This is an optimization exercise on Yosys and OpenROAD, whose aim is small area, a short achievable clock period and few clock cycles, not a production implementation.
In this exercise RTL edits were held to simulation tests only and were not proved equivalent to the original.

==> flow/design.v (outline; a module is shown in full before it is edited, if it fits) <==
// module fa_c: 10 lines
// module ha_c: 9 lines
// module pg_c: 11 lines
// module gg_c: 8 lines
// module ao_c: 7 lines
// module an_c: 7 lines
// module sine_pipe: 3054 lines
// module result_fifo: 42 lines
// module trig_axil_regs: 113 lines
// module trig_top: 77 lines
// module trig_unit: 41 lines
module trig_unit (
	input logic clk,
	input logic reset,
	input logic s_awvalid,
	input logic [3:0] s_awaddr,
	input logic s_wvalid,
	input logic [31:0] s_wdata,
	input logic s_bready,
	input logic s_arvalid,
	input logic [3:0] s_araddr,
	input logic s_rready,
	output logic s_awready,
	output logic s_wready,
	output logic s_bvalid,
	output logic [1:0] s_bresp,
	output logic s_arready,
	output logic s_rvalid,
	output logic [31:0] s_rdata,
	output logic [1:0] s_rresp
);
  // ...
==> flow/flow/run.sh <==
#!/bin/bash
set -euo pipefail
bash standard.sh SETUP_SLACK_MARGIN=5.3 finish > standard_flow.log 2>&1
==> flow/standard.sh <==
#!/bin/bash
# synth_recipe.tcl (not shown) runs the flow's synth.tcl, then flattens the netlist and writes it again
# the make line also repeats each setting of config.mk as NAME=value (left out here)
make -C /OpenROAD-flow-scripts/flow DESIGN_CONFIG=/design/flow/config.mk WORK_HOME=/design/flow/orfs CLKGATE_MAP_FILE= SYNTH_SCRIPT=/design/flow/synth_recipe.tcl "${@:-finish}"
==> flow/config.mk <==
export PLATFORM = sky130hd
export DESIGN_NAME = trig_unit
export DESIGN_NICKNAME = trig_unit
export VERILOG_FILES = /design/flow/design.v
export SDC_FILE = /design/flow/constraint.sdc
export NUM_CORES = 4
export LEC_CHECK = 0
export CAP_MARGIN = 20
export CORE_MARGIN = 2
export CORE_UTILIZATION = 60
export SETUP_SLACK_MARGIN = 5
export SLEW_MARGIN = 20
export SYNTH_HIERARCHICAL = 1
export SYNTH_MINIMUM_KEEP_SIZE = 0
==> flow/constraint.sdc <==
create_clock -name core_clock -period 10.0 [get_ports {clk}]
set_input_delay 2.0000 -clock core_clock [delete_from_list [all_inputs] [get_ports {clk}]]
set_output_delay 2.0000 -clock core_clock [all_outputs]
set_load 0.01 [all_outputs]
==> qor.yml, run 1 <==
stdcell_count: 3112
clockBufferDepth: 3
outcome: "finished clean"
cts.sinks: 253
start_kind: "register"
gp_congestion: 0.8941
area.growth.synth_to_final_pct: 8.786
numCtsBuffers: 30
mostFrequentLayoutCells: "fa_1, a21o_1, ha_1, nor2_1, and2_1"
cp_num_buf_inv: 3
r2r_end: "u_top.u_fifo.mem[2][13]"
hold_viol_final: 0
cpPeakStageDelay_ns: 0.56
final_layout_size_suffix_gt1_frac: 0.05659
final_core_util: 0.6645
regMostFlops: "u_top.u_fifo.mem"
drtIter0Drc: 983
fmax_mhz: 222.7
period_share: 0.4491
fin_setup_tns_ns: 0
buffers_excl_clock: 86
worstHoldPathType: "reg -> reg"
drtAntennaViolNets: 0
wl_mm: 56.46
hold_depth: 0
cts-root-buf: "clkbuf_16"
wl_met1_mm: 24.06
hp-start: "u_top.u_sine.t3[16]"
dr_wl_met3_mm: 2.404
die_area_mm2: 0.04584
yosysWarnings: 10
Testbench counts, summed over its fixed seeds: cycles 11,258.
==> inputs of run 2 (changes only) <==
==> flow/flow/run.sh (replaced) <==
#!/bin/bash
set -euo pipefail
bash standard.sh SETUP_SLACK_MARGIN=5.8 finish > standard_flow.log 2>&1
==> run 2 against run 1 <==
  * Global-route usage rose by 1.3 points
  * Worst hold slack got worse by 0.0061 ns
  * Wire length rose by 7.2%
  * Register-to-register slack improved by 0.29 ns
  * Synthesized cell count did not move
  * Clock-buffer cell count rose by 3
  * Clock skew rose by 0.011 ns
  * Die area did not move
  * Maximum frequency rose by 6.9%
  * Core utilization rose by 3.6 points
  * Sequential share of layout area fell by 0.65 points
==> qor.yml, run 2 <==
synthCells: 2485
gp_congestion: 0.8901  # -0.45%
clock_latency_ns: 0.58
grt_setup_unrepaired: "yes"
clockBufferDepth: 3  # unchanged
hpwlAfterDp_mm: 44.12
cap_violations: 0
drv_slew: 0
die_area_mm2: 0.04584  # unchanged
postCtsHoldBufs: 0
final_layout_size_suffix_gt1_frac: 0.1312  # +0.07459
r2r_end: "u_top.u_sine.xx2[11]"
rrSetupSlack_ns: 5.80
relSlewSlack: 0.3179
drtIter0Drc: 1158  # +18%
outcome: "finished clean"
wl_per_cell_um: 18.83
drt_first_pass_iters: 5
cts.clk_slew.worst_paths_ns: 0.06
wl_mm: 60.55  # +7.2%
rows: 76
core-area_mm2: 0.04336
mostFrequentLayoutCells: "fa_1, a21o_1, ha_1, nor2_1, and2_1"
yosysWarnings: 10  # unchanged
regToRegStartpoint: "u_top.u_sine.u1[0]"
area.growth.synth_to_final_pct: 14.63
finalSetupViolations: 0
crit_path_end_kind: "register"
path_class: "reg -> reg"
reg2regPathDepth: 14
hold_viol_final: 0  # unchanged
largest_reg_flops: 72
regMostFlops: "u_top.u_fifo.mem"
start_kind: "register"
drtAntennaViolNets: 0  # unchanged
cp.required_ns: 10.45
overflow: 0
vias: 18370
min_to: "u_top.u_sine.n4"
grt_max_degree: 27
numCtsBuffers: 29  # -3.3%
h-tree-depth: 1
hp-start: "u_top.u_sine.n3"
antennaDiodeCount: 0
period_share: 0.4201  # -0.02898
cts.sinks: 253  # unchanged
layout_commonest_cell: "fa_1"
fin_nets: 3327
start_util: 0.6109
fin_setup_tns_ns: 0  # unchanged
hold_depth: 0  # unchanged
syn_avg_cell_area_um2: 10.66
grt_usage: 0.2663
tightest_slew_ns: 1.023
finClkSkew_ns: 0.02162
worstHoldPathType: "reg -> reg"
io_buffers: 74
finalCriticalPeriod_ns: 4.201
vias_per_cell: 5.715
grt_pass1_wl_mm: 99.69
crit_fanout: 7
dieWidth_um: 214.1
first_global_vias: 19740
fmax_mhz: 238.0  # +6.9%
die_h_um: 214.1
worst_ep_arrival_time_ns: 4.65
drc: 0
tritoncts: "yes"
io_pins: 88
cts-root-buf: "clkbuf_16"
mappedNetlistArea_mm2: 0.02649
reg_top3: "u_top.u_fifo.mem (72), u_top.u_sine.xx2 (20), u_top.u_sine.a0 (19)"
antenna_found_initial: 0
==> run 2: layout make-up <==
| type | instances | area (µm²) |
|---|---|---|
| Clock buffer | 42 | 887.1 |
| Fill cell | 3371 | 13000 |
| Inverter | 160 | 843.3 |
| Tap cell | 585 | 732.0 |
| Timing Repair Buffer | 181 | 1614 |
| Clock inverter | 12 | 115.1 |
| Sequential cell | 253 | 6167 |
| Timing Repair inverter | 6 | 52.55 |
| Multi-Input combinational cell | 1976 | 19950 |
==> run 2: worst max-delay path by stage <==
stage          slack, ns                    to  cells past startpoint                 start
3_5_place_dp        5.15    u_top.u_sine.t3[3]                     15  u_top.u_sine.xx2[14]
2_1_floorplan       5.80  u_top.u_sine.xx2[12]                     14    u_top.u_sine.u1[4]
6_report            5.80  u_top.u_sine.xx2[11]                     14    u_top.u_sine.u1[0]
5_1_grt             5.70  u_top.u_sine.xx2[11]                     14    u_top.u_sine.u1[0]
4_1_cts             5.76    u_top.u_sine.t3[1]                     17  u_top.u_sine.xx2[13]
3_3_place_gp        5.18   u_top.u_sine.t3[16]                     15  u_top.u_sine.xx2[14]
==> run 2: critical path, stage by stage, from the launching register on <==
cell and delay, ns:
dfxtp_4 0.38, clkinvlp_4 0.13, buf_6 0.16, nor2_4 0.10
fa_1 0.43, fa_2 0.36, fa_1 0.52, fa_1 0.58
ha_4 0.22, a21o_1 0.18, a21o_1 0.22, a21o_4 0.24
a21o_4 0.24, a21o_1 0.18, xor2_1 0.16
==> run 2: through the flow <==
stage | worst slack, ns | std cells | util | area [µm²] | hold WS [ns]
global placement | 5.183 | 3052 | 0.6361 | 27580 | 0.3163
detailed placement | 5.146 | 3052 | 0.6361 | 27580 | 0.3135
finish | 5.799 | 3215 | 0.7003 | 30360 | 0.3225
floorplan | 5.800 | 2488 | - | 26650 | 0.3096
CTS | 5.760 | 3161 | 0.6833 | 29630 | 0.3237
global route | 5.704 | 3215 | 0.7003 | 30360 | 0.3307
==> run 2: what timing repair did <==
| item | CTS | global route |
|---|---|---|
| setup endpoints to repair | 144 | 119 |
| pin swaps | 15 | 28 |
| buffers inserted | 48 | 51 |
| resized for setup | 176 | 69 |
| cloned | 7 | 3 |
==> run 2: metal layers <==
metal,GRT usage,vias up,part of all wire
li1,-,8582,-
met1,0.3393,9278,0.41
met2,0.4763,421,0.51
met3,0.03617,93,0.046
met4,0.07361,0,0.028
met5,0,-,0
==> inputs of run 3 (changes only) <==
==> flow/flow/run.sh (replaced) <==
#!/bin/bash
set -euo pipefail
bash standard.sh SETUP_SLACK_MARGIN=5.6 finish > standard_flow.log 2>&1
--- a/flow/config.mk
+++ b/flow/config.mk
@@ -5,6 +5,7 @@
 export SDC_FILE = /design/flow/constraint.sdc
 export NUM_CORES = 4
 export LEC_CHECK = 0
+export ABC_AREA = 1
 export CAP_MARGIN = 20
 export CORE_MARGIN = 2
 export CORE_UTILIZATION = 60
==> run 3 against run 2 <==
  * Still clean on timing, DRC and antenna
  * Clock-buffer cell count shrank 3
  * Synthesized cell count grew 44%
  * Synthesized area grew 7.8%
  * Non-clock buffer count shrank 64
  * Global-route usage grew 0.070 points
  * Wire length grew 4.2%
  * Cell area grew 2.9%
  * Critical path depth grew 5
  * Final cell count grew 32%
  * Maximum frequency grew 0.59%
==> qor.yml, run 3 <==
area.growth.synth_to_final_pct: 9.421
wl_per_cell_um: 14.83  # -21%
post-place-ws_ns: 5.097  # -0.04905 ns
regMostFlops: "u_top.u_fifo.mem"
final_layout_size_suffix_gt1_frac: 0.05537  # -0.07581
mappedNetlistArea_mm2: 0.02855  # +7.8%
path_class: "reg -> reg"
crit_path_end_kind: "register"
tritoncts: "yes"
antenna_found_initial: 0  # unchanged
hpwlAfterDp_mm: 49.44  # +12%
rows: 79  # +3.9%
die_h_um: 222.2  # +3.8%
fin_ws_ns: 5.824  # +0.02484 ns
cap_violations: 0  # unchanged
start_util: 0.6107  # about the same
cts-root-buf: "clkbuf_16"
hold_viol_final: 0  # unchanged
postCtsHoldBufs: 0  # unchanged
fmax_mhz: 239.5  # +0.59%
drtAntennaViolNets: 0  # unchanged
io_buffers: 74  # unchanged
gp_congestion: 0.8839  # -0.70%
core-area_mm2: 0.04675  # +7.8%
finalSetupViolations: 0  # unchanged
cp_num_buf_inv: 5  # +3
drv_slew: 0  # unchanged
synthCells: 3569  # +44%
cts.sinks: 253  # unchanged
crit_family: "adder cells"
yosysWarnings: 10  # unchanged
drc: 0  # unchanged
period_share: 0.4176  # -0.002484
largest_reg_flops: 72  # unchanged
first_global_vias: 22140  # +12%
worstHoldPathType: "reg -> reg"
tightest_slew_ns: 0.8359  # -0.1873 ns
cp_slowest_cell: "fa_1"
drt_first_pass_iters: 5  # unchanged
grt_setup_unrepaired: "no"
start_kind: "register"
crit_fanout: 23  # +16
grt_max_degree: 24  # -11%
vias_per_cell: 4.953  # -13%
wl_mm: 63.11  # +4.2%
relSlewSlack: 0.4421  # +0.1242
io_pins: 88  # unchanged
layout_commonest_cell: "nand2_1"
fin_nets: 4344  # +31%
cp.required_ns: 10.49  # +0.04 ns
h-tree-depth: 1  # unchanged
drtIter0Drc: 1111  # -4.1%
path_common_cell: "nand2_1"
finClkSkew_ns: 0.01668  # -0.004940 ns
dieWidth_um: 222.2  # +3.8%
mostFrequentLayoutCells: "nand2_1, inv_1, fa_1, ha_1, dfxtp_1"
grt_pass1_wl_mm: 107.3  # +7.7%
cts.clk_slew.worst_paths_ns: 0.06  # about the same
grt_usage: 0.2670  # +0.0007045
finalCriticalPeriod_ns: 4.176  # -0.02484 ns
overflow: 0  # unchanged
vias: 21080  # +15%
syn_avg_cell_area_um2: 8.000  # -25%
die_area_mm2: 0.04935  # +7.7%
numCtsBuffers: 30  # +3.4%
cpPeakStageDelay_ns: 0.51  # -0.07 ns
clockBufferDepth: 3  # unchanged
outcome: "finished clean"
path_cells: "buf_6 -> clkinvlp_4 -> nor2_1 -> fa_1 -> fa_1 -> fa_1 -> fa_1 -> ha_1 -> nand2_1 -> inv_1 -> nand2_1 -> inv_1 -> nand2_1 -> inv_1 -> nand2_1 -> nand2_4 -> nand2_1 -> nand2_1 -> xor2_1"
fin_setup_tns_ns: 0  # unchanged
reg_top3: "u_top.u_fifo.mem (72), u_top.u_sine.xx2 (20), u_top.u_sine.a0 (19)"
worst_ep_arrival_time_ns: 4.67  # +0.02 ns
clock_latency_ns: 0.58  # about the same
## run 3: final timing paths
path | cells after the start | slack (ns) | end | from
worst max-delay path | 19 | 5.82 | u_top.u_sine.xx2[16] | u_top.u_sine.u1[9]
worst min-delay path | 0 | 0.32 | u_top.u_sine.t4[16] | u_top.u_sine.t3[16]
worst max register to register | 19 | 5.82 | u_top.u_sine.xx2[16] | u_top.u_sine.u1[9]
worst min register to register | 0 | 0.32 | u_top.u_sine.t4[16] | u_top.u_sine.t3[16]
## run 3: stage by stage
| step | std cells | hold WS (ns) | cell area, µm² | util |
|---|---|---|---|---|
| floorplan | 3572 | 0.3096 | 28560 | - |
| global placement | 4178 | 0.3140 | 29760 | 0.6365 |
| detailed placement | 4178 | 0.3198 | 29760 | 0.6365 |
| CTS | 4234 | 0.3157 | 30890 | 0.6606 |
| global route | 4255 | 0.3194 | 31240 | 0.6682 |
| finish | 4256 | 0.3250 | 31240 | 0.6683 |
## run 3: cell type report
cell class	count	area (µm²)
clock inverter	17	230.2
fill	4009	15510
clock buffer	39	824.5
tap	607	759.5
inverter	862	3254
antenna	1	2.502
sequential	253	6052
timing repair inverter	1	7.507
timing repair buffer	117	1121
multi-input combinational	2359	18990
## run 3: timing repair
| action | in CTS | in global routing |
|---|---|---|
| gates resized for setup | 27 | 67 |
| buffers inserted | 0 | 20 |
| cloned | 0 | 1 |
| pin swaps | 0 | 1 |
| setup endpoints to repair | 87 | 115 |
## run 3: metal layers
| layer | wire length, µm | part of all wire | track usage | vias to the layer above |
|---|---|---|---|---|
| li1 | - | - | - | 10530 |
| met1 | 27470 | 0.44 | 0.3451 | 10060 |
| met2 | 31710 | 0.50 | 0.4811 | 409 |
| met3 | 2631 | 0.042 | 0.03101 | 91 |
| met4 | 1298 | 0.021 | 0.05950 | 0 |
| met5 | 0 | 0 | 0 | - |
==> inputs of run 4 (changes only) <==
--- a/flow/config.mk
+++ b/flow/config.mk
@@ -5,7 +5,6 @@
 export SDC_FILE = /design/flow/constraint.sdc
 export NUM_CORES = 4
 export LEC_CHECK = 0
-export ABC_AREA = 1
 export CAP_MARGIN = 20
 export CORE_MARGIN = 2
 export CORE_UTILIZATION = 60
==> run 4 against run 3 <==
  * Core utilization grew 1.8 points
  * Die area fell by 7.1%
  * Critical endpoint is now u_top.u_sine.t3[16]
==> qor.yml, run 4 <==
fmax_mhz: 233.8  # -2.4%
path_cells: "inv_2 -> fa_1 -> fa_1 -> ha_1 -> a21o_1 -> a21o_1 -> a21o_1 -> a21o_1 -> a21o_1 -> a21o_1 -> a21o_1 -> a21o_4 -> a21o_4 -> a21o_1 -> xnor2_4 -> buf_4 -> and2_1"
reg2regPathDepth: 17  # -2
drtAntennaViolNets: 0  # unchanged
largest_reg_flops: 72  # unchanged
clockBufferDepth: 3  # unchanged
hpwlAfterDp_mm: 44.09  # -11%
startpoint: "u_top.u_sine.xx2[13]"
fin_ws_ns: 5.723  # -0.1008 ns
rrSetupSlack_ns: 5.72  # -0.10 ns
cts-root-buf: "clkbuf_16"
vias: 18050  # -14%
tritoncts: "yes"
grt_pass1_wl_mm: 97.56  # -9.1%
crit_fanout: 6  # -74%
hold_viol_final: 0  # unchanged
grt_usage: 0.2593  # -0.007774
r2r_end: "u_top.u_sine.t3[16]"
wl_mm: 58.58  # -7.2%
final_layout_size_suffix_gt1_frac: 0.09750  # +0.04212
drv_slew: 0  # unchanged
h-tree-depth: 1  # unchanged
drtIter0Drc: 1066  # -4.1%
area.growth.synth_to_final_pct: 12.30
regToRegStartpoint: "u_top.u_sine.xx2[13]"
antenna_found_initial: 0  # unchanged
io_pins: 88  # unchanged
grt_setup_unrepaired: "yes"
fin_setup_tns_ns: 0  # unchanged
grt_max_degree: 27  # +13%
wl_per_cell_um: 18.42  # +24%
mappedNetlistArea_mm2: 0.02649  # -7.2%
io_buffers: 74  # unchanged
regMostFlops: "u_top.u_fifo.mem"
path_class: "reg -> reg"
worst_ep_arrival_time_ns: 4.75  # +0.08 ns
tightest_slew_ns: 1.006  # +0.1697 ns
drc: 0  # unchanged
dieWidth_um: 214.1  # -3.6%
core-area_mm2: 0.04336  # -7.3%
cts.sinks: 253  # unchanged
crit_end: "u_top.u_sine.t3[16]"
first_global_vias: 19410  # -12%
rows: 76  # -3.8%
yosysWarnings: 10  # unchanged
layout_commonest_cell: "fa_1"
outcome: "finished clean"
die_h_um: 214.1  # -3.6%
postCtsHoldBufs: 0  # unchanged
die_area_mm2: 0.04584  # -7.1%
finClkSkew_ns: 0.01625  # -0.0004288 ns
vias_per_cell: 5.676  # +15%
relSlewSlack: 0.3296  # -0.1125
start_util: 0.6109  # about the same
clock_latency_ns: 0.59  # about the same
crit_path_end_kind: "register"
post-place-ws_ns: 4.706  # -0.3914 ns
finalCriticalPeriod_ns: 4.277  # +0.1008 ns
synthCells: 2485  # -30%
reg_top3: "u_top.u_fifo.mem (72), u_top.u_sine.xx2 (20), u_top.u_sine.a0 (19)"
drt_first_pass_iters: 5  # unchanged
start_kind: "register"
cts.clk_slew.worst_paths_ns: 0.06  # about the same
path_common_cell: "a21o_1"
fillers: 3407  # -15%
cap_violations: 0  # unchanged
fin_nets: 3291  # -24%
cp.required_ns: 10.47  # -0.02 ns
overflow: 0  # unchanged
antennaDiodeCount: 0  # -1
mostFrequentLayoutCells: "fa_1, ha_1, a21o_1, nor2_1, and2_1"
syn_avg_cell_area_um2: 10.66  # +33%
worstHoldPathType: "reg -> reg"
period_share: 0.4277  # +0.01008
cp_slowest_cell: "fa_1"
gp_congestion: 0.8824  # -0.17%
finalSetupViolations: 0  # unchanged
numCtsBuffers: 30  # unchanged
cpPeakStageDelay_ns: 0.56  # +0.05 ns
[run 4: metrics by stage]
stage / utilization / cells / instance area, µm² / hold WS (ns)
finish: 0.6860 / 3180 / 29740 / 0.3218
global route: 0.6860 / 3180 / 29740 / 0.3362
CTS: 0.6703 / 3117 / 29070 / 0.3224
detailed placement: 0.6349 / 3051 / 27530 / 0.3143
global placement: 0.6349 / 3051 / 27530 / 0.3126
floorplan: - / 2488 / 26530 / 0.3096
[run 4: worst max-delay path: cells and delay by family (launching register included)]
| kind | cells | cell delay (ns) |
|---|---|---|
| adders and majority gates | 3 | 1.30 |
| xor gates and xnor gates | 1 | 0.16 |
| and+or+nand+nor | 1 | 0.14 |
| buffers and inverters | 2 | 0.24 |
| DFF | 1 | 0.38 |
| AOI/OAI and AO/OA | 10 | 1.95 |
[run 4: layout make-up]
class | count | area (µm²) | area share
multi-input cells | 1975 | 19630 | 0.6600
well taps | 585 | 732.0 | 0.02461
clock inverters | 24 | 311.5 | 0.01047
inverters | 160 | 809.5 | 0.02722
flip-flops and latches | 253 | 6151 | 0.2068
repair buffers | 147 | 1316 | 0.04425
clock buffers | 32 | 758.2 | 0.02549
repair inverters | 4 | 35.03 | 0.001178
[run 4: worst min path at each step]
stage                       to  slack (ns)  cells after the start            start
5_1_grt        u_top.u_sine.n4        0.34                      0  u_top.u_sine.n3
6_report       u_top.u_sine.n4        0.32                      0  u_top.u_sine.n3
2_1_floorplan  u_top.u_sine.n4        0.31                      0  u_top.u_sine.n3
4_1_cts        u_top.u_sine.n4        0.32                      0  u_top.u_sine.n3
3_5_place_dp   u_top.u_sine.n4        0.31                      0  u_top.u_sine.n3
3_3_place_gp   u_top.u_sine.n4        0.31                      0  u_top.u_sine.n3
[run 4: timing repair]
| item | CTS | global route |
|---|---|---|
| cloned | 1 | 6 |
| pin swaps | 3 | 9 |
| setup endpoints to repair | 124 | 112 |
| setup buffers | 9 | 57 |
| gates resized for setup | 128 | 57 |
[run 4: routing by layer]
| metal | routed length [µm] | GRT usage | share of wire | vias up |
|---|---|---|---|---|
| li1 | - | - | - | 8510 |
| met1 | 24660 | 0.3355 | 0.42 | 9051 |
| met2 | 29800 | 0.4668 | 0.51 | 416 |
| met3 | 2785 | 0.03121 | 0.048 | 74 |
| met4 | 1330 | 0.05880 | 0.023 | 0 |
| met5 | 0 | 0 | 0 | - |
==> inputs of run 5 (changes only) <==
--- a/flow/config.mk
+++ b/flow/config.mk
@@ -7,7 +7,8 @@
 export LEC_CHECK = 0
 export CAP_MARGIN = 20
 export CORE_MARGIN = 2
-export CORE_UTILIZATION = 60
+export CORE_UTILIZATION = 70
+export PLACE_DENSITY = 0.74
 export SETUP_SLACK_MARGIN = 5
 export SLEW_MARGIN = 20
 export SYNTH_HIERARCHICAL = 1
==> run 5 against run 4 <==
  * Critical endpoint is now u_top.u_sine.v4[7]
  * Worst hold slack better by 0.0086 ns
  * Final cell count is 3.1% lower
  * Still clean on timing, DRC and antenna
  * Synthesized area stayed put
  * Clock-buffer cell count is 1 higher
  * First-iteration DRC count is 2.0% higher
==> qor.yml, run 5 <==
outcome: "finished clean"
vias: 18200  # +0.84%
syn_avg_cell_area_um2: 10.66  # unchanged
grt_max_degree: 27  # unchanged
layout_commonest_cell: "fa_1"
crit_end: "u_top.u_sine.v4[7]"
period_share: 0.4409  # +0.01321
die_h_um: 198.5  # -7.3%
tritoncts: "yes"
final_layout_size_suffix_gt1_frac: 0.09292  # -0.004571
crit_fanout: 19  # +13
grt_pass1_wl_mm: 94.99  # -2.6%
wl_mm: 57.56  # -1.7%
vias_per_cell: 5.904  # +4.0%
reg_top3: "u_top.u_fifo.mem (72), u_top.u_sine.xx2 (20), u_top.u_sine.a0 (19)"
drc: 0  # unchanged
drt_first_pass_iters: 6  # +1
path_cells: "nand2_1 -> fa_1 -> fa_1 -> fa_1 -> fa_1 -> ha_1 -> and2_1 -> and2_1 -> and2_1 -> a21o_1 -> a21o_2 -> a21o_1 -> xor2_1"
r2r_end: "u_top.u_sine.v4[7]"
io_pins: 88  # unchanged
tightest_slew_ns: 0.9872  # -0.01836 ns
crit_path_end_kind: "register"
hpwlAfterDp_mm: 42.86  # -2.8%
grt_usage: 0.3017  # +0.04242
postCtsHoldBufs: 0  # unchanged
path_class: "reg -> reg"
drtAntennaViolNets: 0  # unchanged
finClkSkew_ns: 0.01258  # -0.003674 ns
dieWidth_um: 198.5  # -7.3%
drv_slew: 0  # unchanged
worstHoldPathType: "reg -> reg"
core-area_mm2: 0.03749  # -14%
final_core_util: 0.7842  # +0.09822
rows: 71  # -6.6%
worst_ep_arrival_time_ns: 4.87  # +0.12 ns
cp_slowest_cell: "fa_1"
die_area_mm2: 0.03941  # -14%
reg2regPathDepth: 13  # -4
regToRegStartpoint: "u_top.u_sine.t3[12]"
antenna_found_initial: 1  # +1
finalSetupViolations: 0  # unchanged
h-tree-depth: 1  # unchanged
cap_violations: 0  # unchanged
relSlewSlack: 0.3418  # +0.01224
rrSetupSlack_ns: 5.59  # -0.13 ns
numCtsBuffers: 29  # -3.3%
cts.sinks: 253  # unchanged
startpoint: "u_top.u_sine.t3[12]"
post-place-ws_ns: 4.753  # +0.04712 ns
largest_reg_flops: 72  # unchanged
dpl_cell_area_mm2: 0.02744  # -0.34%
finalCriticalPeriod_ns: 4.409  # +0.1321 ns
cts.clk_slew.worst_paths_ns: 0.06  # about the same
fin_setup_tns_ns: 0  # unchanged
path_common_cell: "fa_1"
synthCells: 2485  # unchanged
clock_latency_ns: 0.58  # about the same
yosysWarnings: 10  # unchanged
fmax_mhz: 226.8  # -3.0%
overflow: 0  # unchanged
cts-root-buf: "clkbuf_16"
fin_ws_ns: 5.591  # -0.1321 ns
regMostFlops: "u_top.u_fifo.mem"
fin_area_mm2: 0.02940  # -1.2%
antennaDiodeCount: 0  # unchanged
fin_nets: 3269  # -0.67%
cpPeakStageDelay_ns: 0.53  # -0.03 ns
drtIter0Drc: 1087  # +2.0%
start_kind: "register"
start_util: 0.7066  # +0.09570
first_global_vias: 19540  # +0.71%
clockBufferDepth: 3  # unchanged
dp_cells: 2977  # -2.4%
mostFrequentLayoutCells: "fa_1, ha_1, a21o_1, nor2_1, and2_1"
area.growth.synth_to_final_pct: 10.99
hold_viol_final: 0  # unchanged
wl_per_cell_um: 18.67  # +1.4%
grt_setup_unrepaired: "yes"
mappedNetlistArea_mm2: 0.02649  # unchanged
stdcell_count: 3083  # -3.1%
cp.required_ns: 10.46  # about the same
io_buffers: 74  # unchanged
gp_congestion: 0.9192  # +4.2%
run 5: area by class of cell:
cell class / count / area, µm²
Inverter: 160 / 804.5
Fill cell: 2499 / 8090
Tap cell: 511 / 639.4
Timing Repair Buffer: 128 / 1146
Multi-Input combinational cell: 1974 / 19650
Timing Repair inverter: 3 / 22.52
Clock inverter: 21 / 252.7
Clock buffer: 33 / 760.7
Sequential cell: 253 / 6120
run 5: worst min path at each step:
stage | start | to | slack (ns) | depth (start not counted)
floorplan | u_top.u_sine.n3 | u_top.u_sine.n4 | 0.31 | 0
global placement | u_top.u_sine.n3 | u_top.u_sine.n4 | 0.31 | 0
detailed placement | u_top.u_sine.n3 | u_top.u_sine.n4 | 0.32 | 0
CTS | u_top.u_sine.n3 | u_top.u_sine.n4 | 0.33 | 0
global route | u_top.u_sine.n3 | u_top.u_sine.n4 | 0.34 | 0
finish | u_top.u_sine.n3 | u_top.u_sine.n4 | 0.33 | 0
run 5: stage by stage:
stage / hold slack (ns)
6_report: 0.3304
5_1_grt: 0.3409
4_1_cts: 0.3302
3_5_place_dp: 0.3164
3_3_place_gp: 0.3122
2_1_floorplan: 0.3096
run 5: timing repair:
| action | in CTS | in global routing |
|---|---|---|
| buffers inserted | 8 | 40 |
| endpoints found under the setup margin | 114 | 113 |
| cloned | 2 | 2 |
| pin swaps | 2 | 15 |
| gates resized for setup | 122 | 58 |
run 5: worst max-delay path: cells and delay by family (launching register included):
family,cells,cell delay [ns]
adders and majority gates,5,2.22
AOI/OAI and AO/OA,3,0.75
and+or+nand+nor,4,0.64
DFF,1,0.49
xor gates and xnor gates,1,0.15
run 5: per-layer routing:
| metal | vias to the layer above | global-route usage | part of all wire |
|---|---|---|---|
| li1 | 8455 | - | - |
| met1 | 9121 | 0.3776 | 0.41 |
| met2 | 518 | 0.5432 | 0.52 |
| met3 | 108 | 0.04493 | 0.051 |
| met4 | 0 | 0.08928 | 0.025 |
| met5 | - | 0 | 0 |

## afterwards: timing with drivers on the ports
Ports are ideal in the flow. The routed layouts listed here were re-timed in OpenROAD. Step 1: set_driving_cell puts a clkbuf_16 on clk and a buf_2 on each other input, an assumption about the parent block. Step 2 adds t to the input delays and takes it off the output delays; t is the mean of the earliest and latest rising clock arrival at the registers after step 1. Input paths then give back, and output paths get back, about the clock's delay inside the block. Three values: no drivers, after step 1, after step 2; two values: the first two.
run | t (ns) | slack for setup (ns) | worst hold slack (ns)
run 1 | 0.621 | 5.509 / 5.509 / 5.464 | 0.329 / 0.329 / 0.329
run 2 | 0.630 | 5.799 / 5.799 / 5.537 | 0.322 / 0.322 / 0.322
run 3 | 0.629 | 5.824 / 5.824 / 5.416 | 0.325 / 0.325 / 0.325
run 4 | 0.635 | 5.723 / 5.723 / 5.478 | 0.322 / 0.322 / 0.322
run 5 | 0.629 | 5.591 / 5.591 / 5.365 | 0.330 / 0.330 / 0.330
After both steps setup and hold are still met in every run listed. The setup slack of run 3, which loses most, moves by 0.000 ns with the drivers and by -0.408 ns with both steps.
